Context: an optimization exercise on an open-source flow, tuned for small area, a short achievable clock period and few clock cycles per item. The choices shown serve that exercise and are no tape-out recipe. Function was checked by simulation only, so behaviour that the tests miss may differ from the original. No activity file was given, so power comes from the tool's default toggle rates.

### flow/design.v
`timescale 1ns/1ps
package ddr_persona_pkg;
   localparam int mem_addr_width = 6;
   localparam int mem_depth      = 1 << mem_addr_width;
   localparam int data_width     = 32;
   localparam int count_width    = 7;
   localparam int reg_addr_width = 3;
   localparam int hi_width       = data_width - mem_addr_width;
   localparam int ctrl_start_bit  = 0;
   localparam int ctrl_clr_bit    = 1;
   localparam int ctrl_inject_bit = 2;
   localparam int ctrl_verify_bit = 3;
   localparam int ctrl_wronly_bit = 4;
   localparam logic [reg_addr_width-1:0] reg_control       = 3'd0;
   localparam logic [reg_addr_width-1:0] reg_status        = 3'd1;
   localparam logic [reg_addr_width-1:0] reg_base          = 3'd2;
   localparam logic [reg_addr_width-1:0] reg_count         = 3'd3;
   localparam logic [reg_addr_width-1:0] reg_seed          = 3'd4;
   localparam logic [reg_addr_width-1:0] reg_error_count   = 3'd5;
   localparam logic [reg_addr_width-1:0] reg_words_checked = 3'd6;
endpackage
`timescale 1ns/1ps
import ddr_persona_pkg::*;
module persona_reg_decode (
   input  logic                      pr_region_clk,
   input  logic                      rst_n,
   input  logic [reg_addr_width-1:0] reg_address,
   input  logic                      reg_write,
   input  logic                      reg_read,
   input  logic [data_width-1:0]     reg_writedata,
   output logic [data_width-1:0]     reg_readdata,
   output logic                      start_run,
   output logic                      clear_run,
   output logic                      mode_wr,
   output logic                      mode_rd,
   output logic                      mode_inj,
   output logic [data_width-1:0]     base,
   output logic [count_width-1:0]    count,
   output logic [data_width-1:0]     seed,
   output logic [data_width-1:0]     base_next,
   output logic [count_width-1:0]    count_next,
   output logic [data_width-1:0]     seed_next,
   output logic                      base_wr,
   output logic                      count_wr,
   output logic                      seed_wr,
   input  logic                      run_done,
   input  logic                      busy,
   input  logic                      done,
   input  logic                      pass,
   input  logic [count_width-1:0]    error_count,
   input  logic [count_width-1:0]    words_checked
);
   logic                   write_control;
   logic                   start_bit;
   logic                   inject_bit;
   logic                   verify_bit;
   logic                   wronly_bit;
   logic [data_width-1:0]  base_reg;
   logic [data_width-1:0]  seed_reg;
   logic [count_width-1:0] count_reg;
   logic [data_width-1:0]  rd_mux;
   assign write_control = reg_write && (reg_address == reg_control);
   assign start_run = write_control && reg_writedata[ctrl_start_bit] && !reg_writedata[ctrl_clr_bit];
   assign clear_run = write_control && reg_writedata[ctrl_clr_bit];
   assign mode_wr  = !reg_writedata[ctrl_verify_bit];
   assign mode_rd  = reg_writedata[ctrl_verify_bit] || !reg_writedata[ctrl_wronly_bit];
   assign mode_inj = reg_writedata[ctrl_inject_bit] && !reg_writedata[ctrl_verify_bit];
   always_comb begin
      base_next  = base_reg;
      seed_next  = seed_reg;
      count_next = count_reg;
      if (reg_write && (reg_address == reg_base)) base_next = reg_writedata;
      if (reg_write && (reg_address == reg_seed)) seed_next = reg_writedata;
      if (reg_write && (reg_address == reg_count)) begin
         if ((|reg_writedata[data_width-1:count_width]) ||
             (reg_writedata[count_width-1] && (|reg_writedata[count_width-2:0])))
            count_next = 7'd64;
         else
            count_next = reg_writedata[count_width-1:0];
      end
   end
   assign base_wr    = reg_write && (reg_address == reg_base);
   assign count_wr   = reg_write && (reg_address == reg_count);
   assign seed_wr    = reg_write && (reg_address == reg_seed);
   always_ff @(posedge pr_region_clk or negedge rst_n) begin
      if (!rst_n) begin
         start_bit  <= 1'b0;
         inject_bit <= 1'b0;
         verify_bit <= 1'b0;
         wronly_bit <= 1'b0;
         base_reg   <= '0;
         seed_reg   <= '0;
         count_reg  <= '0;
      end else begin
         if (write_control) begin
            start_bit  <= reg_writedata[ctrl_start_bit] && !reg_writedata[ctrl_clr_bit];
            inject_bit <= reg_writedata[ctrl_inject_bit];
            verify_bit <= reg_writedata[ctrl_verify_bit];
            wronly_bit <= reg_writedata[ctrl_wronly_bit];
         end else if (run_done) begin
            start_bit <= 1'b0;
         end
         base_reg  <= base_next;
         seed_reg  <= seed_next;
         count_reg <= count_next;
      end
   end
   always_comb begin
      rd_mux = '0;
      case (reg_address)
         reg_control:       rd_mux[4:0] = {wronly_bit, verify_bit, inject_bit, 1'b0, start_bit};
         reg_status:        rd_mux[2:0] = {pass, done, busy};
         reg_base:          rd_mux = base_reg;
         reg_count:         rd_mux[count_width-1:0] = count_reg;
         reg_seed:          rd_mux = seed_reg;
         reg_error_count:   rd_mux[count_width-1:0] = error_count;
         reg_words_checked: rd_mux[count_width-1:0] = words_checked;
         default:           rd_mux = '0;
      endcase
   end
   always_ff @(posedge pr_region_clk) begin
      reg_readdata <= rd_mux;
   end
   assign base  = base_reg;
   assign count = count_reg;
   assign seed  = seed_reg;
endmodule
`timescale 1ns/1ps
import ddr_persona_pkg::*;
module mem_access (
   input  logic pr_region_clk,
   input  logic rst_n,
   input  logic start_run,
   input  logic clear_run,
   input  logic mode_wr,
   input  logic mode_rd,
   input  logic mode_inj,
   output logic cmp_next1,
   output logic wr_step1,
   output logic wr_step2,
   output logic wr_step3,
   output logic cmp_step1,
   output logic cmp_step2,
   output logic cmp_step3,
   output logic inject,
   output logic busy,
   output logic run_done
);
   logic m_rd;
   logic m_inj;
   always_ff @(posedge pr_region_clk or negedge rst_n) begin
      if (!rst_n) begin
         wr_step2  <= 1'b0;
         wr_step3  <= 1'b0;
         cmp_step1 <= 1'b0;
         cmp_step2 <= 1'b0;
         cmp_step3 <= 1'b0;
         m_rd      <= 1'b0;
         m_inj     <= 1'b0;
      end else if (clear_run) begin
         wr_step2  <= 1'b0;
         wr_step3  <= 1'b0;
         cmp_step1 <= 1'b0;
         cmp_step2 <= 1'b0;
         cmp_step3 <= 1'b0;
      end else begin
         if (start_run) begin
            m_rd  <= mode_rd;
            m_inj <= mode_inj;
         end
         wr_step2  <= wr_step1;
         wr_step3  <= wr_step2 && m_inj;
         cmp_step1 <= cmp_next1;
         cmp_step2 <= cmp_step1;
         cmp_step3 <= cmp_step2 && m_inj;
      end
   end
   assign wr_step1  = start_run && mode_wr;
   assign cmp_next1 = start_run && mode_rd;
   assign inject    = m_inj;
   assign busy      = wr_step2 || wr_step3 || cmp_step1 || cmp_step2 || cmp_step3;
   assign run_done = !clear_run &&
                     ((!m_rd && ((wr_step2 && !m_inj) || wr_step3)) ||
                      (cmp_step2 && !m_inj) || cmp_step3);
endmodule
`timescale 1ns/1ps
import ddr_persona_pkg::*;
module traffic_generator (
   input  logic                      pr_region_clk,
   input  logic                      rst_n,
   input  logic [data_width-1:0]     base,
   input  logic [count_width-1:0]    count,
   input  logic [data_width-1:0]     seed,
   input  logic [data_width-1:0]     reg_writedata,
   input  logic                      base_wr,
   input  logic                      count_wr,
   input  logic                      seed_wr,
   input  logic                      cmp_next1,
   input  logic                      wr_step1,
   input  logic                      wr_step2,
   input  logic                      wr_step3,
   input  logic                      cmp_step1,
   input  logic                      cmp_step2,
   input  logic                      cmp_step3,
   input  logic                      inject,
   output logic [mem_depth-1:0]      cmp_valid,
   output logic [mem_depth-1:0]      mismatch
);
   logic [mem_addr_width-1:0] b;
   logic [hi_width-1:0]       s_hi;
   logic [mem_addr_width-1:0] s_lo;
   logic [mem_addr_width-1:0] wd_lo;
   logic [hi_width-1:0]       wd_hi;
   logic [mem_addr_width:0]   run_end_q;
   assign b      = base[mem_addr_width-1:0];
   assign s_hi   = seed[data_width-1:mem_addr_width];
   assign s_lo   = seed[mem_addr_width-1:0];
   assign wd_lo  = reg_writedata[mem_addr_width-1:0];
   assign wd_hi  = reg_writedata[data_width-1:mem_addr_width];
   logic count_clamp;
   assign count_clamp = (|wd_hi[hi_width-1:1]) || (reg_writedata[count_width-1] && (|wd_lo));
   always_ff @(posedge pr_region_clk or negedge rst_n) begin
      if (!rst_n) begin
         run_end_q <= '0;
      end else if (count_wr) begin
         run_end_q <= count_clamp ? {1'b1, b} : {1'b0, b} + reg_writedata[count_width-1:0];
      end else if (base_wr) begin
         run_end_q <= {1'b0, wd_lo} + count;
      end
   end
   logic [mem_addr_width-1:0] x_lo_q;
   logic                      borrow_q;
   logic [hi_width-1:0]       s_hi_m1_q;
   logic [hi_width-1:0]       s_hi_p1_q;
   logic [hi_width-1:0]       x_hi;
   logic [hi_width-1:0]       x_hi1;
   always_ff @(posedge pr_region_clk or negedge rst_n) begin
      if (!rst_n) begin
         x_lo_q    <= '0;
         borrow_q  <= 1'b0;
         s_hi_m1_q <= '1;
         s_hi_p1_q <= {{(hi_width-1){1'b0}}, 1'b1};
      end else if (seed_wr) begin
         x_lo_q    <= wd_lo - b;
         borrow_q  <= (wd_lo < b);
         s_hi_m1_q <= wd_hi - 1'b1;
         s_hi_p1_q <= wd_hi + 1'b1;
      end else if (base_wr) begin
         x_lo_q    <= s_lo - wd_lo;
         borrow_q  <= (s_lo < wd_lo);
      end
   end
   assign x_hi  = borrow_q ? s_hi_m1_q : s_hi;
   assign x_hi1 = borrow_q ? s_hi : s_hi_p1_q;
   logic [hi_width-1:0]       cmp_hi_q;
   logic [mem_addr_width-1:0] cmp_lo_q;
   logic [data_width-1:0]     wr_q;
   logic [mem_addr_width-1:0] inj_lo;
   logic                      inj_borrow;
   logic [data_width-1:0]     wr_value;
   logic [data_width-1:0]     cmp_value;
   assign inj_lo     = (s_lo ^ 6'd1) - b;
   assign inj_borrow = ((s_lo ^ 6'd1) < b);
   always_ff @(posedge pr_region_clk) begin
      cmp_hi_q <= cmp_next1 ? x_hi1 : x_hi;
      cmp_lo_q <= x_lo_q;
      wr_q     <= wr_step2 ? {(inj_borrow ? s_hi_m1_q : s_hi), inj_lo} : {x_hi, x_lo_q};
   end
   assign wr_value  = (wr_step2 || wr_step3) ? wr_q : {x_hi1, x_lo_q};
   assign cmp_value = {cmp_hi_q, cmp_lo_q};
   for (genvar a = 0; a < mem_depth; a++) begin : g_word
      logic ge_b, lt_end;
      logic below, above;
      logic is_b, sel1, sel2, sel3;
      logic wen;
      logic [data_width-1:0] word_q;
      assign ge_b   = (a >= b);
      assign lt_end = (a < run_end_q[mem_addr_width-1:0]);
      assign below  = !ge_b && run_end_q[mem_addr_width] && lt_end;
      assign above  = ge_b && (run_end_q[mem_addr_width] || lt_end);
      assign is_b = (a == b);
      assign sel1 = below;
      assign sel2 = above && !(inject && is_b);
      assign sel3 = above && is_b;
      assign wen = (wr_step1 && sel1) || (wr_step2 && sel2) || (wr_step3 && sel3);
      assign cmp_valid[a] = (cmp_step1 && sel1) || (cmp_step2 && sel2) || (cmp_step3 && sel3);
      assign mismatch[a]  = (word_q != cmp_value);
      always_ff @(posedge pr_region_clk) begin
         if (wen) word_q <= wr_value;
      end
   end
endmodule
`timescale 1ns/1ps
import ddr_persona_pkg::*;
module access_result (
   input  logic                   pr_region_clk,
   input  logic                   rst_n,
   input  logic                   start_run,
   input  logic                   clear_run,
   input  logic                   mode_rd,
   input  logic [count_width-1:0] count,
   input  logic                   cmp_step1,
   input  logic [mem_depth-1:0]   cmp_valid,
   input  logic [mem_depth-1:0]   mismatch,
   input  logic                   run_done,
   output logic [count_width-1:0] error_count,
   output logic [count_width-1:0] words_checked,
   output logic                   done,
   output logic                   pass
);
   logic [mem_depth-1:0] miss_q;
   logic                 rd_q;
   logic [12:0]          cs_q;
   logic s1;
   logic k2;
   logic s3;
   logic k4;
   logic s5;
   logic k6;
   logic s7;
   logic k8;
   logic s9;
   logic k10;
   logic s11;
   logic k12;
   logic s13;
   logic k14;
   logic s15;
   logic k16;
   logic s17;
   logic k18;
   logic s19;
   logic k20;
   logic s21;
   logic k22;
   logic s23;
   logic k24;
   logic s25;
   logic k26;
   logic s27;
   logic k28;
   logic s29;
   logic k30;
   logic s31;
   logic k32;
   logic s33;
   logic k34;
   logic s35;
   logic k36;
   logic s37;
   logic k38;
   logic s39;
   logic k40;
   logic s41;
   logic k42;
   logic s43;
   logic k44;
   logic s45;
   logic k46;
   logic s47;
   logic k48;
   logic s49;
   logic k50;
   logic s51;
   logic k52;
   logic s53;
   logic k54;
   logic s55;
   logic k56;
   logic s57;
   logic k58;
   logic s59;
   logic k60;
   logic s61;
   logic k62;
   logic s63;
   logic k64;
   logic s65;
   logic k66;
   logic s67;
   logic k68;
   logic s69;
   logic k70;
   logic s71;
   logic k72;
   logic s73;
   logic k74;
   logic s75;
   logic k76;
   logic s77;
   logic k78;
   logic s79;
   logic k80;
   logic s81;
   logic k82;
   logic s83;
   logic k84;
   logic s85;
   logic k86;
   logic s87;
   logic k88;
   logic s89;
   logic k90;
   logic s91;
   logic k92;
   logic s93;
   logic k94;
   logic s95;
   logic k96;
   logic s97;
   logic k98;
   logic s99;
   logic k100;
   logic s101;
   logic k102;
   logic s103;
   logic k104;
   logic s105;
   logic k106;
   logic s107;
   logic k108;
   logic s109;
   logic k110;
   logic s111;
   logic k112;
   logic s113;
   logic k114;
   always_ff @(posedge pr_region_clk) begin
      miss_q <= (miss_q & {mem_depth{!cmp_step1}}) | (cmp_valid & mismatch);
   end
   assign s1 = miss_q[0] ^ miss_q[1] ^ miss_q[2];
   assign k2 = miss_q[0] ? (miss_q[1] | miss_q[2]) : (miss_q[1] & miss_q[2]);
   assign s3 = miss_q[3] ^ miss_q[4] ^ miss_q[5];
   assign k4 = miss_q[3] ? (miss_q[4] | miss_q[5]) : (miss_q[4] & miss_q[5]);
   assign s5 = miss_q[6] ^ miss_q[7] ^ miss_q[8];
   assign k6 = miss_q[6] ? (miss_q[7] | miss_q[8]) : (miss_q[7] & miss_q[8]);
   assign s7 = miss_q[9] ^ miss_q[10] ^ miss_q[11];
   assign k8 = miss_q[9] ? (miss_q[10] | miss_q[11]) : (miss_q[10] & miss_q[11]);
   assign s9 = miss_q[12] ^ miss_q[13] ^ miss_q[14];
   assign k10 = miss_q[12] ? (miss_q[13] | miss_q[14]) : (miss_q[13] & miss_q[14]);
   assign s11 = miss_q[15] ^ miss_q[16] ^ miss_q[17];
   assign k12 = miss_q[15] ? (miss_q[16] | miss_q[17]) : (miss_q[16] & miss_q[17]);
   assign s13 = miss_q[18] ^ miss_q[19] ^ miss_q[20];
   assign k14 = miss_q[18] ? (miss_q[19] | miss_q[20]) : (miss_q[19] & miss_q[20]);
   assign s15 = miss_q[21] ^ miss_q[22] ^ miss_q[23];
   assign k16 = miss_q[21] ? (miss_q[22] | miss_q[23]) : (miss_q[22] & miss_q[23]);
   assign s17 = miss_q[24] ^ miss_q[25] ^ miss_q[26];
   assign k18 = miss_q[24] ? (miss_q[25] | miss_q[26]) : (miss_q[25] & miss_q[26]);
   assign s19 = miss_q[27] ^ miss_q[28] ^ miss_q[29];
   assign k20 = miss_q[27] ? (miss_q[28] | miss_q[29]) : (miss_q[28] & miss_q[29]);
   assign s21 = miss_q[30] ^ miss_q[31] ^ miss_q[32];
   assign k22 = miss_q[30] ? (miss_q[31] | miss_q[32]) : (miss_q[31] & miss_q[32]);
   assign s23 = miss_q[33] ^ miss_q[34] ^ miss_q[35];
   assign k24 = miss_q[33] ? (miss_q[34] | miss_q[35]) : (miss_q[34] & miss_q[35]);
   assign s25 = miss_q[36] ^ miss_q[37] ^ miss_q[38];
   assign k26 = miss_q[36] ? (miss_q[37] | miss_q[38]) : (miss_q[37] & miss_q[38]);
   assign s27 = miss_q[39] ^ miss_q[40] ^ miss_q[41];
   assign k28 = miss_q[39] ? (miss_q[40] | miss_q[41]) : (miss_q[40] & miss_q[41]);
   assign s29 = miss_q[42] ^ miss_q[43] ^ miss_q[44];
   assign k30 = miss_q[42] ? (miss_q[43] | miss_q[44]) : (miss_q[43] & miss_q[44]);
   assign s31 = miss_q[45] ^ miss_q[46] ^ miss_q[47];
   assign k32 = miss_q[45] ? (miss_q[46] | miss_q[47]) : (miss_q[46] & miss_q[47]);
   assign s33 = miss_q[48] ^ miss_q[49] ^ miss_q[50];
   assign k34 = miss_q[48] ? (miss_q[49] | miss_q[50]) : (miss_q[49] & miss_q[50]);
   assign s35 = miss_q[51] ^ miss_q[52] ^ miss_q[53];
   assign k36 = miss_q[51] ? (miss_q[52] | miss_q[53]) : (miss_q[52] & miss_q[53]);
   assign s37 = miss_q[54] ^ miss_q[55] ^ miss_q[56];
   assign k38 = miss_q[54] ? (miss_q[55] | miss_q[56]) : (miss_q[55] & miss_q[56]);
   assign s39 = miss_q[57] ^ miss_q[58] ^ miss_q[59];
   assign k40 = miss_q[57] ? (miss_q[58] | miss_q[59]) : (miss_q[58] & miss_q[59]);
   assign s41 = miss_q[60] ^ miss_q[61] ^ miss_q[62];
   assign k42 = miss_q[60] ? (miss_q[61] | miss_q[62]) : (miss_q[61] & miss_q[62]);
   assign s43 = s1 ^ s3 ^ s5;
   assign k44 = s1 ? (s3 | s5) : (s3 & s5);
   assign s45 = s7 ^ s9 ^ s11;
   assign k46 = s7 ? (s9 | s11) : (s9 & s11);
   assign s47 = s13 ^ s15 ^ s17;
   assign k48 = s13 ? (s15 | s17) : (s15 & s17);
   assign s49 = s19 ^ s21 ^ s23;
   assign k50 = s19 ? (s21 | s23) : (s21 & s23);
   assign s51 = s25 ^ s27 ^ s29;
   assign k52 = s25 ? (s27 | s29) : (s27 & s29);
   assign s53 = s31 ^ s33 ^ s35;
   assign k54 = s31 ? (s33 | s35) : (s33 & s35);
   assign s55 = s37 ^ s39 ^ s41;
   assign k56 = s37 ? (s39 | s41) : (s39 & s41);
   assign s57 = k2 ^ k4 ^ k6;
   assign k58 = k2 ? (k4 | k6) : (k4 & k6);
   assign s59 = k8 ^ k10 ^ k12;
   assign k60 = k8 ? (k10 | k12) : (k10 & k12);
   assign s61 = k14 ^ k16 ^ k18;
   assign k62 = k14 ? (k16 | k18) : (k16 & k18);
   assign s63 = k20 ^ k22 ^ k24;
   assign k64 = k20 ? (k22 | k24) : (k22 & k24);
   assign s65 = k26 ^ k28 ^ k30;
   assign k66 = k26 ? (k28 | k30) : (k28 & k30);
   assign s67 = k32 ^ k34 ^ k36;
   assign k68 = k32 ? (k34 | k36) : (k34 & k36);
   assign s69 = k38 ^ k40 ^ k42;
   assign k70 = k38 ? (k40 | k42) : (k40 & k42);
   assign s71 = s43 ^ s45 ^ s47;
   assign k72 = s43 ? (s45 | s47) : (s45 & s47);
   assign s73 = s49 ^ s51 ^ s53;
   assign k74 = s49 ? (s51 | s53) : (s51 & s53);
   assign s75 = k44 ^ k46 ^ k48;
   assign k76 = k44 ? (k46 | k48) : (k46 & k48);
   assign s77 = k50 ^ k52 ^ k54;
   assign k78 = k50 ? (k52 | k54) : (k52 & k54);
   assign s79 = k56 ^ s57 ^ s59;
   assign k80 = k56 ? (s57 | s59) : (s57 & s59);
   assign s81 = s61 ^ s63 ^ s65;
   assign k82 = s61 ? (s63 | s65) : (s63 & s65);
   assign s83 = k58 ^ k60 ^ k62;
   assign k84 = k58 ? (k60 | k62) : (k60 & k62);
   assign s85 = k64 ^ k66 ^ k68;
   assign k86 = k64 ? (k66 | k68) : (k66 & k68);
   assign s87 = s71 ^ s73 ^ s55;
   assign k88 = s71 ? (s73 | s55) : (s73 & s55);
   assign s89 = k72 ^ k74 ^ s75;
   assign k90 = k72 ? (k74 | s75) : (k74 & s75);
   assign s91 = s77 ^ s79 ^ s81;
   assign k92 = s77 ? (s79 | s81) : (s79 & s81);
   assign s93 = k76 ^ k78 ^ k80;
   assign k94 = k76 ? (k78 | k80) : (k78 & k80);
   assign s95 = k82 ^ s83 ^ s85;
   assign k96 = k82 ? (s83 | s85) : (s83 & s85);
   assign s97 = k88 ^ s89 ^ s91;
   assign k98 = k88 ? (s89 | s91) : (s89 & s91);
   assign s99 = k90 ^ k92 ^ s93;
   assign k100 = k90 ? (k92 | s93) : (k92 & s93);
   assign s101 = k94 ^ k96 ^ k84;
   assign k102 = k94 ? (k96 | k84) : (k96 & k84);
   always_ff @(posedge pr_region_clk) begin
      cs_q[0] <= s87;
      cs_q[1] <= miss_q[63];
      cs_q[2] <= s97;
      cs_q[3] <= s67;
      cs_q[4] <= s69;
      cs_q[5] <= k98;
      cs_q[6] <= s99;
      cs_q[7] <= s95;
      cs_q[8] <= k70;
      cs_q[9] <= k100;
      cs_q[10] <= s101;
      cs_q[11] <= k86;
      cs_q[12] <= k102;
   end
   assign s103 = cs_q[2] ^ cs_q[3] ^ cs_q[4];
   assign k104 = cs_q[2] ? (cs_q[3] | cs_q[4]) : (cs_q[3] & cs_q[4]);
   assign s105 = cs_q[5] ^ cs_q[6] ^ cs_q[7];
   assign k106 = cs_q[5] ? (cs_q[6] | cs_q[7]) : (cs_q[6] & cs_q[7]);
   assign s107 = cs_q[9] ^ cs_q[10] ^ cs_q[11];
   assign k108 = cs_q[9] ? (cs_q[10] | cs_q[11]) : (cs_q[10] & cs_q[11]);
   assign s109 = k104 ^ s105 ^ cs_q[8];
   assign k110 = k104 ? (s105 | cs_q[8]) : (s105 & cs_q[8]);
   assign s111 = k110 ^ k106 ^ s107;
   assign k112 = k110 ? (k106 | s107) : (k106 & s107);
   assign s113 = k112 ^ k108 ^ cs_q[12];
   assign k114 = k112 ? (k108 | cs_q[12]) : (k108 & cs_q[12]);
   logic [count_width-1:0] err_sum;
   assign err_sum = {1'b0, k114, s113, s111, s109, s103, cs_q[0]} + {1'b0, 1'b0, 1'b0, 1'b0, 1'b0, 1'b0, cs_q[1]};
   always_ff @(posedge pr_region_clk or negedge rst_n) begin
      if (!rst_n) begin
         done          <= 1'b0;
         rd_q          <= 1'b0;
         words_checked <= '0;
      end else if (clear_run) begin
         done          <= 1'b0;
         rd_q          <= 1'b0;
         words_checked <= '0;
      end else if (start_run) begin
         done          <= 1'b0;
         rd_q          <= mode_rd;
         words_checked <= mode_rd ? count : '0;
      end else if (run_done) begin
         done          <= 1'b1;
      end
   end
   assign error_count = rd_q ? err_sum : '0;
   assign pass        = done && !(rd_q && (|miss_q));
endmodule
`timescale 1ns/1ps
import ddr_persona_pkg::*;
module ddr_persona_top (
   input  logic                      pr_region_clk,
   input  logic                      rst_n,
   input  logic [reg_addr_width-1:0] reg_address,
   input  logic                      reg_write,
   input  logic                      reg_read,
   input  logic [data_width-1:0]     reg_writedata,
   output logic [data_width-1:0]     reg_readdata
);
   logic                   start_run;
   logic                   clear_run;
   logic                   mode_wr;
   logic                   mode_rd;
   logic                   mode_inj;
   logic [data_width-1:0]  base;
   logic [count_width-1:0] count;
   logic [data_width-1:0]  seed;
   logic [data_width-1:0]  base_next;
   logic [count_width-1:0] count_next;
   logic [data_width-1:0]  seed_next;
   logic                   run_done;
   logic                   busy;
   logic                   done;
   logic                   pass;
   logic [count_width-1:0] error_count;
   logic [count_width-1:0] words_checked;
   logic                   wr_step1, wr_step2, wr_step3;
   logic                   cmp_step1, cmp_step2, cmp_step3;
   logic                   inject;
   logic                   base_wr;
   logic                   count_wr;
   logic                   seed_wr;
   logic                   cmp_next1;
   logic [mem_depth-1:0]   cmp_valid;
   logic [mem_depth-1:0]   mismatch;
   persona_reg_decode i_reg_decode (
      .pr_region_clk (pr_region_clk),
      .rst_n         (rst_n),
      .reg_address   (reg_address),
      .reg_write     (reg_write),
      .reg_read      (reg_read),
      .reg_writedata (reg_writedata),
      .reg_readdata  (reg_readdata),
      .start_run     (start_run),
      .clear_run     (clear_run),
      .mode_wr       (mode_wr),
      .mode_rd       (mode_rd),
      .mode_inj      (mode_inj),
      .base          (base),
      .count         (count),
      .seed          (seed),
      .base_next     (base_next),
      .count_next    (count_next),
      .seed_next     (seed_next),
      .base_wr       (base_wr),
      .count_wr      (count_wr),
      .seed_wr       (seed_wr),
      .run_done      (run_done),
      .busy          (busy),
      .done          (done),
      .pass          (pass),
      .error_count   (error_count),
      .words_checked (words_checked)
   );
   mem_access i_mem_access (
      .pr_region_clk (pr_region_clk),
      .rst_n         (rst_n),
      .start_run     (start_run),
      .clear_run     (clear_run),
      .mode_wr       (mode_wr),
      .mode_rd       (mode_rd),
      .mode_inj      (mode_inj),
      .cmp_next1     (cmp_next1),
      .wr_step1      (wr_step1),
      .wr_step2      (wr_step2),
      .wr_step3      (wr_step3),
      .cmp_step1     (cmp_step1),
      .cmp_step2     (cmp_step2),
      .cmp_step3     (cmp_step3),
      .inject        (inject),
      .busy          (busy),
      .run_done      (run_done)
   );
   traffic_generator i_traffic_gen (
      .pr_region_clk (pr_region_clk),
      .rst_n         (rst_n),
      .base          (base),
      .count         (count),
      .seed          (seed),
      .reg_writedata (reg_writedata),
      .base_wr       (base_wr),
      .count_wr      (count_wr),
      .seed_wr       (seed_wr),
      .cmp_next1     (cmp_next1),
      .wr_step1      (wr_step1),
      .wr_step2      (wr_step2),
      .wr_step3      (wr_step3),
      .cmp_step1     (cmp_step1),
      .cmp_step2     (cmp_step2),
      .cmp_step3     (cmp_step3),
      .inject        (inject),
      .cmp_valid     (cmp_valid),
      .mismatch      (mismatch)
   );
   access_result i_access_result (
      .pr_region_clk (pr_region_clk),
      .rst_n         (rst_n),
      .start_run     (start_run),
      .clear_run     (clear_run),
      .mode_rd       (mode_rd),
      .count         (count),
      .cmp_step1     (cmp_step1),
      .cmp_valid     (cmp_valid),
      .mismatch      (mismatch),
      .run_done      (run_done),
      .error_count   (error_count),
      .words_checked (words_checked),
      .done          (done),
      .pass          (pass)
   );
endmodule
### flow/flow/run.sh
#!/bin/bash
# The standard layout, with the port buffers made of buf_4 cells instead of
# the default delay-buffer cells, so the register-to-output and
# input-to-register paths do not carry a slow buffer.
set -euo pipefail
bash standard.sh "BUFFER_PORTS_ARGS=-buffer_cell sky130_fd_sc_hd__buf_4" finish > standard_flow.log 2>&1
### flow/standard.sh
#!/bin/bash
# synth_recipe.tcl (not shown) runs the flow's synth.tcl, then flattens the netlist and writes it again
# the make line also repeats each setting of config.mk as NAME=value (left out here)
make -C /OpenROAD-flow-scripts/flow DESIGN_CONFIG=/design/flow/config.mk WORK_HOME=/design/flow/orfs CLKGATE_MAP_FILE= SYNTH_SCRIPT=/design/flow/synth_recipe.tcl "${@:-finish}"
### flow/config.mk
export PLATFORM = sky130hd
export DESIGN_NAME = ddr_persona_top
export DESIGN_NICKNAME = ddr_persona_top
export VERILOG_FILES = /design/flow/design.v
export SDC_FILE = /design/flow/constraint.sdc
export NUM_CORES = 4
export LEC_CHECK = 0
export CAP_MARGIN = 20
export CORE_MARGIN = 2
export CORE_UTILIZATION = 65
export CTS_CLUSTER_DIAMETER = 70
export CTS_CLUSTER_SIZE = 20
export SETUP_SLACK_MARGIN = 3.7
export SLEW_MARGIN = 20
export TNS_END_PERCENT = 50
### flow/constraint.sdc
create_clock -name core_clock -period 6.5 [get_ports {pr_region_clk}]
set_input_delay 1.3000 -clock core_clock [delete_from_list [all_inputs] [get_ports {pr_region_clk}]]
set_output_delay 1.3000 -clock core_clock [all_outputs]
set_load 0.01 [all_outputs]
==> metrics.yaml, run 1 <==
placement:
  hpwl_um: 205000
  postPlaceCellArea_um2: 111000
  io_buffers: 69
  routabilityCongestion: 1.09
yosys:
  synth_enable_flop_cells: 2048
  syn-instance-count: 7602
  ys_seq_elements: 2377
  synth_ff_type: "sky130_fd_sc_hd__edfxtp_1"
  yosys.area.top_type_share_pct: 58.1
  synth.yosys.seq_area_share_pct: 65.1
  syn_area_um2: 106000
  post-synth-top-area-cell: "sky130_fd_sc_hd__edfxtp_1"
  ranking_of_synthesized_cells_by_area: "sky130_fd_sc_hd__edfxtp_1 58%, sky130_fd_sc_hd__xor2_1 15%, sky130_fd_sc_hd__xnor2_1 3.4%, sky130_fd_sc_hd__dfxtp_1 3.3%, sky130_fd_sc_hd__dfrtp_1 3.1%"
  synthesis.yosys.warnings: 4
  mappedNetlistNets: 7691
  ys_types: 88
  average_instance_area_after_synthesis_um2: 13.9
  synth-async-reset-ratio_pct: 6.56
critical_path:
  critPathCaptureType: "register"
  reg2regPathDepth: 8
  timing.reg2reg.setup_slack_ns: 3.44
  worst-endpoint-arrival_ns: 3.61
  criticalPathCategory: "register to register"
  crit_fanout: 11
  r2r_end: "i_traffic_gen.g_word[41].word_q[1]"
  startpoint_of_the_worst_slack_reg_to_reg_timing_path: "i_traffic_gen.run_end_q[1]"
  startpoint_type: "register"
  critical_path_data_required_time_ns: 7.06
  critPathLaunch: "i_traffic_gen.run_end_q[1]"
detailed_routing:
  via_count: 71700
  drt-total-wl_um: 395000
  wire_per_inst_um: 38.8
  ant_nets: 0
  drc: 0
  drt-vias-per-instance: 7.05
  dr.first_iter.drc_count: 12300
  first_pass_iters: 9
floorplanning:
  fp.dieArea_um2: 166000
  chipWidth_um: 408
  boundaryPins: 71
  floorplan.core_area_um2: 162000
  floorplan.initialDensity_pct: 65.2
  vertical_extent_of_the_die_um: 408
  std_cell_rows: 148
global_routing:
  grt_overflow: 0
  grt_max_degree: 95
  grt_pass1_wl_um: 531000
  first_global_vias: 67200
  grt_util_all_layers_pct: 46.6
  antenna_found_initial: 26
pwr:
  p_clk_share_pct: 18.9
  total_leakage_power_nw: 42.3
  power-per-cell-area_nw_per_um2: 409
  power_frac_comb_pct: 41.3
  net_sw_share_pct: 40.4
  share_seq_of_total_power_pct: 39.8
  power.internal_mw: 29.5
  max-vdd-ir-drop_mv: 0.746
  net-switching-power_mw: 20.0
status:
  outcome: "complete, no violations"
clock_tree:
  cts-buffers-inserted: 145
  cts.clk_slew.worst_paths_ns: 0.09
  cts_tree: "done"
  cts_hold_buf: 0
  ctsLongestPathBuffers: 3
  htree_levels: 4
  clock_latency_ns: 0.85
  clock_sinks: 2377
  clockRootBuffer: "sky130_fd_sc_hd__clkbuf_16"
sta:
  min_period_ns: 3.06
  report.final.slew_viol_count: 0
  setup_violations: 0
  tightestPinTransition_ns: 1.19
  rsz0062_at_grt: "true"
  fin_crit_sh_pct: 47.0
  timing.fmax_ghz: 0.327
  timing.slew.headroom_pct: 19.8
  hold_violation_total_from_the_final_report: 0
  final.setup.tns_ns: 0
  finalClockSkew_ns: 0.0291
layout:
  largest_reg_flops: 2048
  share_of_post_route_cells_with_drive_strength_above_1_pct: 15.3
  syn_to_final_growth_pct: 14.1
  largest_registers: "i_traffic_gen.g_word.word_q (2048), i_access_result.miss_q (64)"
  max_flop_register: "i_traffic_gen.g_word.word_q"
  final_net_count: 8014
  post-route-cell-area_um2: 121000
run:
  timing.max_cap.violations: 0
min_path:
  timing.hold.worst.class: "register to register"
  worstHoldEndpoint: "i_traffic_gen.cmp_lo_q[3]"
  whs_path_depth: 0
  timing.hold.worst.start: "i_traffic_gen.x_lo_q[3]"
==> worst max-delay path, stage by stage (launching register included) <==
cell                      delay (ns)
sky130_fd_sc_hd__dfrtp_2        0.57
sky130_fd_sc_hd__buf_4          0.30
sky130_fd_sc_hd__nor2_4         0.12
sky130_fd_sc_hd__nor2b_1        0.54
sky130_fd_sc_hd__o21ai_1        0.32
sky130_fd_sc_hd__nor2_2         0.38
sky130_fd_sc_hd__a21oi_4        0.16
sky130_fd_sc_hd__a21oi_4        0.16
sky130_fd_sc_hd__buf_4          0.21
==> stage by stage <==
| stage | hold slack, ns | std cells | utilization (%) | worst slack (ns) | power [mW] |
|---|---|---|---|---|---|
| floorplan | 0.351 | 7602 | - | 2.71 | 29.8 |
| global placement | 0.414 | 9614 | 68.2 | 1.70 | 37.2 |
| detailed placement | 0.414 | 9617 | 68.2 | 1.65 | 37.6 |
| CTS | 0.456 | 10000 | 72.9 | 3.24 | 47.8 |
| global route | 0.450 | 10200 | 74.4 | 3.46 | 50.1 |
| finish | 0.447 | 10200 | 74.5 | 3.44 | 49.4 |
==> synthesized netlist by cell type, types with 9 or more instances <==
cell and count:
sky130_fd_sc_hd__o2bb2ai_1 24, sky130_fd_sc_hd__nor2b_1 26, sky130_fd_sc_hd__a221oi_1 10, sky130_fd_sc_hd__nand4_1 206, sky130_fd_sc_hd__a22o_1 64, sky130_fd_sc_hd__a222oi_1 13
sky130_fd_sc_hd__clkbuf_1 330, sky130_fd_sc_hd__dfrtp_1 130, sky130_fd_sc_hd__a21oi_1 156, sky130_fd_sc_hd__o22ai_1 53, sky130_fd_sc_hd__mux2i_1 39, sky130_fd_sc_hd__a211oi_1 38
sky130_fd_sc_hd__nand3_1 41, sky130_fd_sc_hd__nor2_1 234, sky130_fd_sc_hd__a31oi_1 44, sky130_fd_sc_hd__and3_1 28, sky130_fd_sc_hd__xnor2_1 408, sky130_fd_sc_hd__nand2_1 374
sky130_fd_sc_hd__mux2_2 64, sky130_fd_sc_hd__dfstp_2 26, sky130_fd_sc_hd__o21a_1 13, sky130_fd_sc_hd__xor2_1 1764, sky130_fd_sc_hd__a22oi_1 72, sky130_fd_sc_hd__or2_2 10
sky130_fd_sc_hd__inv_1 80, sky130_fd_sc_hd__nand2b_1 23, sky130_fd_sc_hd__nor4_1 470, sky130_fd_sc_hd__dfxtp_1 173, sky130_fd_sc_hd__o21ai_0 175, sky130_fd_sc_hd__nor3_1 45
sky130_fd_sc_hd__and2_1 41, sky130_fd_sc_hd__o31ai_1 13, sky130_fd_sc_hd__a21boi_0 9, sky130_fd_sc_hd__maj3_1 50, sky130_fd_sc_hd__xnor3_1 19, sky130_fd_sc_hd__ha_1 45
sky130_fd_sc_hd__buf_1 87, sky130_fd_sc_hd__a21o_1 16, sky130_fd_sc_hd__or3_1 16, sky130_fd_sc_hd__edfxtp_1 2048
==> cell families after synthesis <==
group	Yosys count	synth area share, %
multiplexers	103	1.05
AO/OA/AOI/OAI	761	4.73
XOR/XNOR	2193	18.4
flip-flops	2377	65.1
adder cells (fa/ha/maj)	102	1.12
AND/OR/NAND/NOR	1553	7.73
buffers and inverters	513	1.86
==> cell type report <==
class,count,area (um^2)
flip-flops and latches,2377,69000
repair inverters,4,32.5
inverters,84,413
clock buffers,191,3890
diodes,8,20.0
repair buffers,565,6410
fillers,10200,41400
clock inverters,24,302
multi-input cells,4748,37900
well taps,2175,2720
==> per-layer routing <==
layer | up-vias | wire length [um] | GRT usage, %
met3 | 1526 | 59400 | 13.7
met1 | 35700 | 133000 | 60.8
met4 | 18 | 31700 | 29.5
li1 | 28300 | - | -
met2 | 6102 | 171000 | 68.9
met5 | - | 113 | 0
==> power groups by stage <==
stage               clock (mW)  sequential, mW  combinational (mW)
global route              9.82            19.7                20.6
finish                    9.37            19.7                20.4
CTS                       9.30            19.8                18.7
global placement             0            20.7                16.5
floorplan                    0            19.1                10.7
detailed placement           0            20.7                16.9
==> placed cells by master (no fill, tap or decap), types with 24 or more instances in the layout <==
master / netlist / routed
sky130_fd_sc_hd__edfxtp_1: 2048 / 2048
sky130_fd_sc_hd__xor2_1: 1764 / 1764
sky130_fd_sc_hd__nor4_1: 470 / 463
sky130_fd_sc_hd__xnor2_1: 408 / 408
sky130_fd_sc_hd__buf_4: 0 / 355
sky130_fd_sc_hd__nand2_1: 374 / 335
sky130_fd_sc_hd__nand4_1: 206 / 206
sky130_fd_sc_hd__nor2_1: 234 / 191
sky130_fd_sc_hd__clkbuf_16: 0 / 154
sky130_fd_sc_hd__o21ai_0: 175 / 141
sky130_fd_sc_hd__dfxtp_1: 173 / 141
sky130_fd_sc_hd__buf_12: 0 / 126
sky130_fd_sc_hd__a21oi_1: 156 / 116
sky130_fd_sc_hd__dfrtp_1: 130 / 115
sky130_fd_sc_hd__inv_1: 80 / 70
sky130_fd_sc_hd__a22o_1: 64 / 63
sky130_fd_sc_hd__mux2_2: 64 / 58
sky130_fd_sc_hd__buf_6: 4 / 56
sky130_fd_sc_hd__maj3_1: 50 / 50
sky130_fd_sc_hd__a22oi_1: 72 / 48
sky130_fd_sc_hd__ha_1: 45 / 43
sky130_fd_sc_hd__a31oi_1: 44 / 42
sky130_fd_sc_hd__clkbuf_1: 330 / 40
sky130_fd_sc_hd__and2_1: 41 / 38
sky130_fd_sc_hd__mux2i_1: 39 / 38
sky130_fd_sc_hd__a211oi_1: 38 / 37
sky130_fd_sc_hd__o22ai_1: 53 / 36
sky130_fd_sc_hd__nand3_1: 41 / 33
sky130_fd_sc_hd__a21oi_4: 0 / 32
sky130_fd_sc_hd__dfxtp_4: 0 / 32
sky130_fd_sc_hd__nor3_1: 45 / 30
sky130_fd_sc_hd__nor2_2: 1 / 30
sky130_fd_sc_hd__and3_1: 28 / 26
sky130_fd_sc_hd__dfstp_2: 26 / 26
sky130_fd_sc_hd__nor2b_1: 26 / 24
sky130_fd_sc_hd__a22oi_2: 0 / 24
==> how the worst max path moves through the flow <==
stage	end
after floorplan	i_traffic_gen.g_word[15].word_q[0]
final	i_traffic_gen.g_word[41].word_q[1]
after CTS	i_traffic_gen.run_end_q[4]
after detailed placement	i_traffic_gen.g_word[39].word_q[22]
after global routing	i_traffic_gen.run_end_q[5]
after global placement	i_traffic_gen.g_word[39].word_q[2]
==> timing repair <==
item / 4_1_cts / 5_1_grt
cloned: 33 / 17
buffers inserted: 146 / 139
pin swaps: 56 / 36
endpoints found under the setup margin: 3417 / 2346
resized for setup: 263 / 179
Testbench counts, summed over its fixed seeds: cycles 9,741, words 40,972.
==> run 2: changes to the inputs <==
--- a/flow/design.v
+++ b/flow/design.v
@@ -221,2 +221,3 @@
    assign count_clamp = (|wd_hi[hi_width-1:1]) || (reg_writedata[count_width-1] && (|wd_lo));
+   logic full_q;
    always_ff @(posedge pr_region_clk or negedge rst_n) begin
@@ -224,6 +225,9 @@
          run_end_q <= '0;
+         full_q    <= 1'b0;
       end else if (count_wr) begin
-         run_end_q <= count_clamp ? {1'b1, b} : {1'b0, b} + reg_writedata[count_width-1:0];
+         run_end_q <= {1'b0, b} + reg_writedata[count_width-1:0];
+         full_q    <= count_clamp;
       end else if (base_wr) begin
          run_end_q <= {1'b0, wd_lo} + count;
+         full_q    <= 1'b0;
       end
@@ -273,3 +277,3 @@
       logic below, above;
-      logic is_b, sel1, sel2, sel3;
+      logic is_b_q, sel1, sel2, sel3;
       logic wen;
@@ -278,8 +282,10 @@
       assign lt_end = (a < run_end_q[mem_addr_width-1:0]);
-      assign below  = !ge_b && run_end_q[mem_addr_width] && lt_end;
-      assign above  = ge_b && (run_end_q[mem_addr_width] || lt_end);
-      assign is_b = (a == b);
+      assign below  = !ge_b && (full_q || (run_end_q[mem_addr_width] && lt_end));
+      assign above  = ge_b && (full_q || run_end_q[mem_addr_width] || lt_end);
+      always_ff @(posedge pr_region_clk) begin
+         is_b_q <= (a == b);
+      end
       assign sel1 = below;
-      assign sel2 = above && !(inject && is_b);
-      assign sel3 = above && is_b;
+      assign sel2 = above && !(inject && is_b_q);
+      assign sel3 = above && is_b_q;
       assign wen = (wr_step1 && sel1) || (wr_step2 && sel2) || (wr_step3 && sel3);
--- a/flow/config.mk
+++ b/flow/config.mk
@@ -9,3 +9,3 @@
 export CORE_MARGIN = 2
-export CORE_UTILIZATION = 65
+export CORE_UTILIZATION = 55
 export CTS_CLUSTER_DIAMETER = 70
==> run 2 against run 1 <==
Against the previous run: core utilization down 11 points; global-route usage down 6.3 points; cell area up 1.7%; hold slack worse by 0.037 ns; first-iteration DRC count down 11%; critical endpoint is now i_access_result.miss_q[52]; area after synthesis up 0.97%; clock power up 11%; synthesized cell count up 1.2%.
==> metrics.yaml, run 2 <==
pwr:
  max-vdd-ir-drop_mv: 0.546  # -27%
  power-per-cell-area_nw_per_um2: 418  # +2.0%
  total_leakage_power_nw: 42.6  # +0.90%
  totalPowerFinal_mw: 51.3  # +3.8%
yosys:
  mappedNetlistNets: 7784  # +1.2%
  ranking_of_synthesized_cells_by_area: "sky130_fd_sc_hd__edfxtp_1 58%, sky130_fd_sc_hd__xor2_1 15%, sky130_fd_sc_hd__dfxtp_1 4.4%, sky130_fd_sc_hd__xnor2_1 3.5%, sky130_fd_sc_hd__dfrtp_1 3.1%"
  average_instance_area_after_synthesis_um2: 13.9  # -0.25%
  syn_area_um2: 107000  # +0.97%
  synth_ff_type: "sky130_fd_sc_hd__edfxtp_1"
  muxShareOfSynthArea_pct: 0.981  # -0.069 points
  post_synth_most_frequent_cells: "2,048 x sky130_fd_sc_hd__edfxtp_1, 1,771 x sky130_fd_sc_hd__xor2_1, 472 x sky130_fd_sc_hd__nor4_1, 467 x sky130_fd_sc_hd__nand2_1, 431 x sky130_fd_sc_hd__xnor2_1"
  synthesis.yosys.warnings: 4  # unchanged
  yosys.area.top_type_share_pct: 57.5  # -0.56 points
  synth_enable_flop_cells: 2048  # unchanged
  yosys.cell_count.top_type: "sky130_fd_sc_hd__edfxtp_1"
  yosys.area_share.adder_pct: 1.03  # -0.088 points
  synth_simple_gate_area_share_pct: 7.35  # -0.38 points
  synth.yosys.seq_area_share_pct: 65.7  # +0.60 points
  synth-async-reset-ratio_pct: 6.43  # -0.13 points
  ys_seq_elements: 2442  # +2.7%
  syn-instance-count: 7695  # +1.2%
  post-synth-top-area-cell: "sky130_fd_sc_hd__edfxtp_1"
  synth_top_family_by_area: "XOR/XNOR gates"
  synth_compound_gate_area_share_pct: 4.90  # +0.17 points
  ys_types: 78  # -11%
  synth-xor-area-share_pct: 18.2  # -0.18 points
detailed_routing:
  dr.first_iter.drc_count: 10900  # -11%
  route.layer.met1.wl_um: 153000  # +15%
  drc: 0  # unchanged
  drt-vias-per-instance: 6.67  # -5.3%
  routed-wl-met2_um: 185000  # +8.4%
  ant_nets: 0  # unchanged
  via_count: 71400  # -0.43%
  drt-total-wl_um: 410000  # +3.7%
  wire_per_inst_um: 38.3  # -1.4%
  first_pass_iters: 7  # -2
  met3RoutedLength_um: 48600  # -18%
  top_layer_used: "met5"
clock_tree:
  cts-buffers-inserted: 155  # +6.9%
  clock_latency_ns: 0.87  # +0.02 ns
  clockRootBuffer: "sky130_fd_sc_hd__clkbuf_16"
  clock_sinks: 2442  # +2.7%
  ctsLongestPathBuffers: 3  # unchanged
  htree_levels: 4  # unchanged
  cts.clk_slew.worst_paths_ns: 0.09  # about the same
  cts_tree: "done"
run:
  timing.max_cap.violations: 0  # unchanged
floorplanning:
  chipWidth_um: 445  # +9.1%
  floorplan.initialDensity_pct: 55.4  # -9.8 points
  boundaryPins: 71  # unchanged
  vertical_extent_of_the_die_um: 445  # +9.1%
  fp.dieArea_um2: 198000  # +19%
  std_cell_rows: 161  # +8.8%
  floorplan.core_area_um2: 193000  # +19%
global_routing:
  grt_max_degree: 118  # +24%
  grt_pass1_wl_um: 544000  # +2.5%
  first_global_vias: 65700  # -2.3%
  grt_overflow: 0  # unchanged
  antenna_found_initial: 31  # +19%
  grt_util_all_layers_pct: 40.2  # -6.3 points
sta:
  report.final.slew_viol_count: 0  # unchanged
  rsz0062_at_grt: "true"
  setup_violations: 0  # unchanged
  finalClockSkew_ns: 0.0460  # +0.0168 ns
  min_period_ns: 2.98  # -0.0777 ns
  fin_crit_sh_pct: 45.8  # -1.2 points
  hold_violation_total_from_the_final_report: 0  # unchanged
  timing.slew.headroom_pct: 18.8  # -1.0 points
  timing.fmax_ghz: 0.336  # +2.6%
  tightestPinTransition_ns: 1.22  # +0.0238 ns
  final.setup.tns_ns: 0  # unchanged
critical_path:
  criticalPathCategory: "register to register"
  worst-endpoint-arrival_ns: 3.65  # +0.04 ns
  critPathMaxStageDelay_ns: 0.63  # +0.06 ns
  startpoint_type: "register"
  cell_at_the_slowest_stage_of_the_critical_path: "sky130_fd_sc_hd__o21ai_2"
  path_cells: "clkinvlp_4 -> buf_12 -> buf_4 -> nand3_1 -> o21ai_2 -> o22ai_1 -> o21ai_1 -> o21ai_0"
  worst_path_dominant_cell_family: "compound AO/OA/AOI/OAI gates"
  critical_path.n_buffers_inverters: 3  # +1
  critPathCaptureType: "register"
  critical_path_data_required_time_ns: 7.17  # +0.11 ns
  crit_fanout: 7  # -4
status:
  outcome: "complete, no violations"
layout:
  max_flop_register: "i_traffic_gen.g_word.word_q"
  layout.area.seq_um2: 70400  # +1.9%
  mostFrequentLayoutCell: "sky130_fd_sc_hd__edfxtp_1"
  syn_to_final_growth_pct: 15.0
  final_net_count: 8153  # +1.7%
  fill_cells: 14400  # +41%
  share_of_post_route_cells_with_drive_strength_above_1_pct: 15.3  # +0.033 points
  largest_registers: "i_traffic_gen.g_word.word_q (2048), i_access_result.miss_q (64), i_traffic_gen.g_word.is_b_q (64)"
  layout.cells.most_common_list: "2,048 x sky130_fd_sc_hd__edfxtp_1, 1,771 x sky130_fd_sc_hd__xor2_1, 471 x sky130_fd_sc_hd__nor4_1"
  multi_input_comb_area_um2: 37400  # -1.4%
  largest_reg_flops: 2048  # unchanged
placement:
  hpwl_um: 214000  # +4.3%
  io_buffers: 69  # unchanged
  routabilityCongestion: 1.03  # -5.2%
min_path:
  timing.hold.worst.class: "register to register"
[run 2: worst reg2reg max path: cells and delay by family (launching register included)]
kind | cells | cell delay (ns)
flip-flops | 1 | 0.49
AO/OA/AOI/OAI | 4 | 1.39
AND/OR/NAND/NOR | 1 | 0.46
buffers and inverters | 3 | 0.47
[run 2: timing repair]
| action | 4_1_cts | 5_1_grt |
|---|---|---|
| hold buffers | 0 | 0 |
| setup buffers | 142 | 170 |
| cloned | 33 | 6 |
| pin swaps | 68 | 18 |
| resized for setup | 239 | 160 |
| setup endpoints to repair | 4030 | 1801 |
[run 2: power breakdown]
part | internal [mW] | total, mW | switching, mW | leakage, nW
combinational | 6.63 | 20.7 | 14.0 | 17.8
sequential | 19.1 | 20.2 | 1.11 | 22.5
clock | 4.95 | 10.4 | 5.48 | 2.37
total | 30.7 | 51.3 | 20.6 | 42.6
[run 2: layout make-up]
class                      instances  area share, %
clock buffer                     212           3.55
clock inverter                    46          0.419
multi-input combinational       4779           30.4
inverter                          86          0.300
tap                             2526           2.57
antenna                           10         0.0204
timing repair buffer             600           5.43
sequential                      2442           57.3
[run 2: through the flow]
step	setup slack, ns	util [%]	hold slack (ns)	std cells	instance area (um^2)
2_1_floorplan	2.80	-	0.331	7695	108000
3_3_place_gp	1.46	58.2	0.418	10100	112000
3_5_place_dp	1.39	58.2	0.418	10100	112000
4_1_cts	3.41	62.4	0.432	10500	120000
5_1_grt	3.52	63.7	0.409	10700	123000
6_report	3.52	63.7	0.410	10700	123000
[run 2: metal layers]
layer	GRT usage, %	vias up
li1	-	28800
met5	0	-
met4	18.2	6
met1	55.2	36800
met2	62.5	4881
met3	7.83	955
[run 2: final timing paths]
path,from,to,slack (ns),depth (start not counted)
setup / recovery,i_traffic_gen.full_q,i_access_result.miss_q[52],3.52,8
hold reg to reg,i_access_result.miss_q[63],i_access_result.cs_q[1],0.41,0
hold / removal,i_access_result.miss_q[63],i_access_result.cs_q[1],0.41,0
min in group asynchronous,rst_n,i_reg_decode.base_reg[23],0.44,1
setup reg to reg,i_traffic_gen.full_q,i_access_result.miss_q[52],3.52,8
max in group asynchronous,rst_n,i_mem_access.m_inj,4.66,2
[run 2: kinds of logic after synthesis]
logic type | after synthesis
adder cells (fa/ha/maj) | 93
AND/OR/NAND/NOR | 1522
XOR/XNOR | 2213
multiplexers | 97
buffers and inverters | 508
flip-flops | 2442
AO/OA/AOI/OAI | 820
Testbench counts of run 2, summed over its fixed seeds: cycles 9,741, words 40,972.

re-timing with driven ports:
Ports are ideal in the flow. The routed layouts listed here were re-timed in OpenROAD. Step 1 sets driving cells, clkbuf_16 on the clock port and buf_2 on the other inputs (assumed; they add their load-dependent delay and slew). Step 2 adds t to the input delays and takes it off the output delays; t is the mean of the earliest and latest rising clock arrival at the registers after step 1. Input paths then give back, and output paths get back, about the clock's delay inside the block. Slacks: ideal / step 1 / step 2; pairs: ideal / step 1.
run | shift t [ns] | slack for setup (ns) | hold slack, ns | worst setup path after step 2
run 1 | 0.931 | 3.443 / 3.443 / 2.629 | 0.447 / 0.441 / 0.447 | input to register
run 2 | 0.948 | 3.520 / 3.520 / 2.725 | 0.410 / 0.383 / 0.410 | input to register
After both steps setup and hold are still met in every run listed. The setup slack of run 1, which loses most, moves by 0.000 ns with the drivers and by -0.814 ns with both steps.
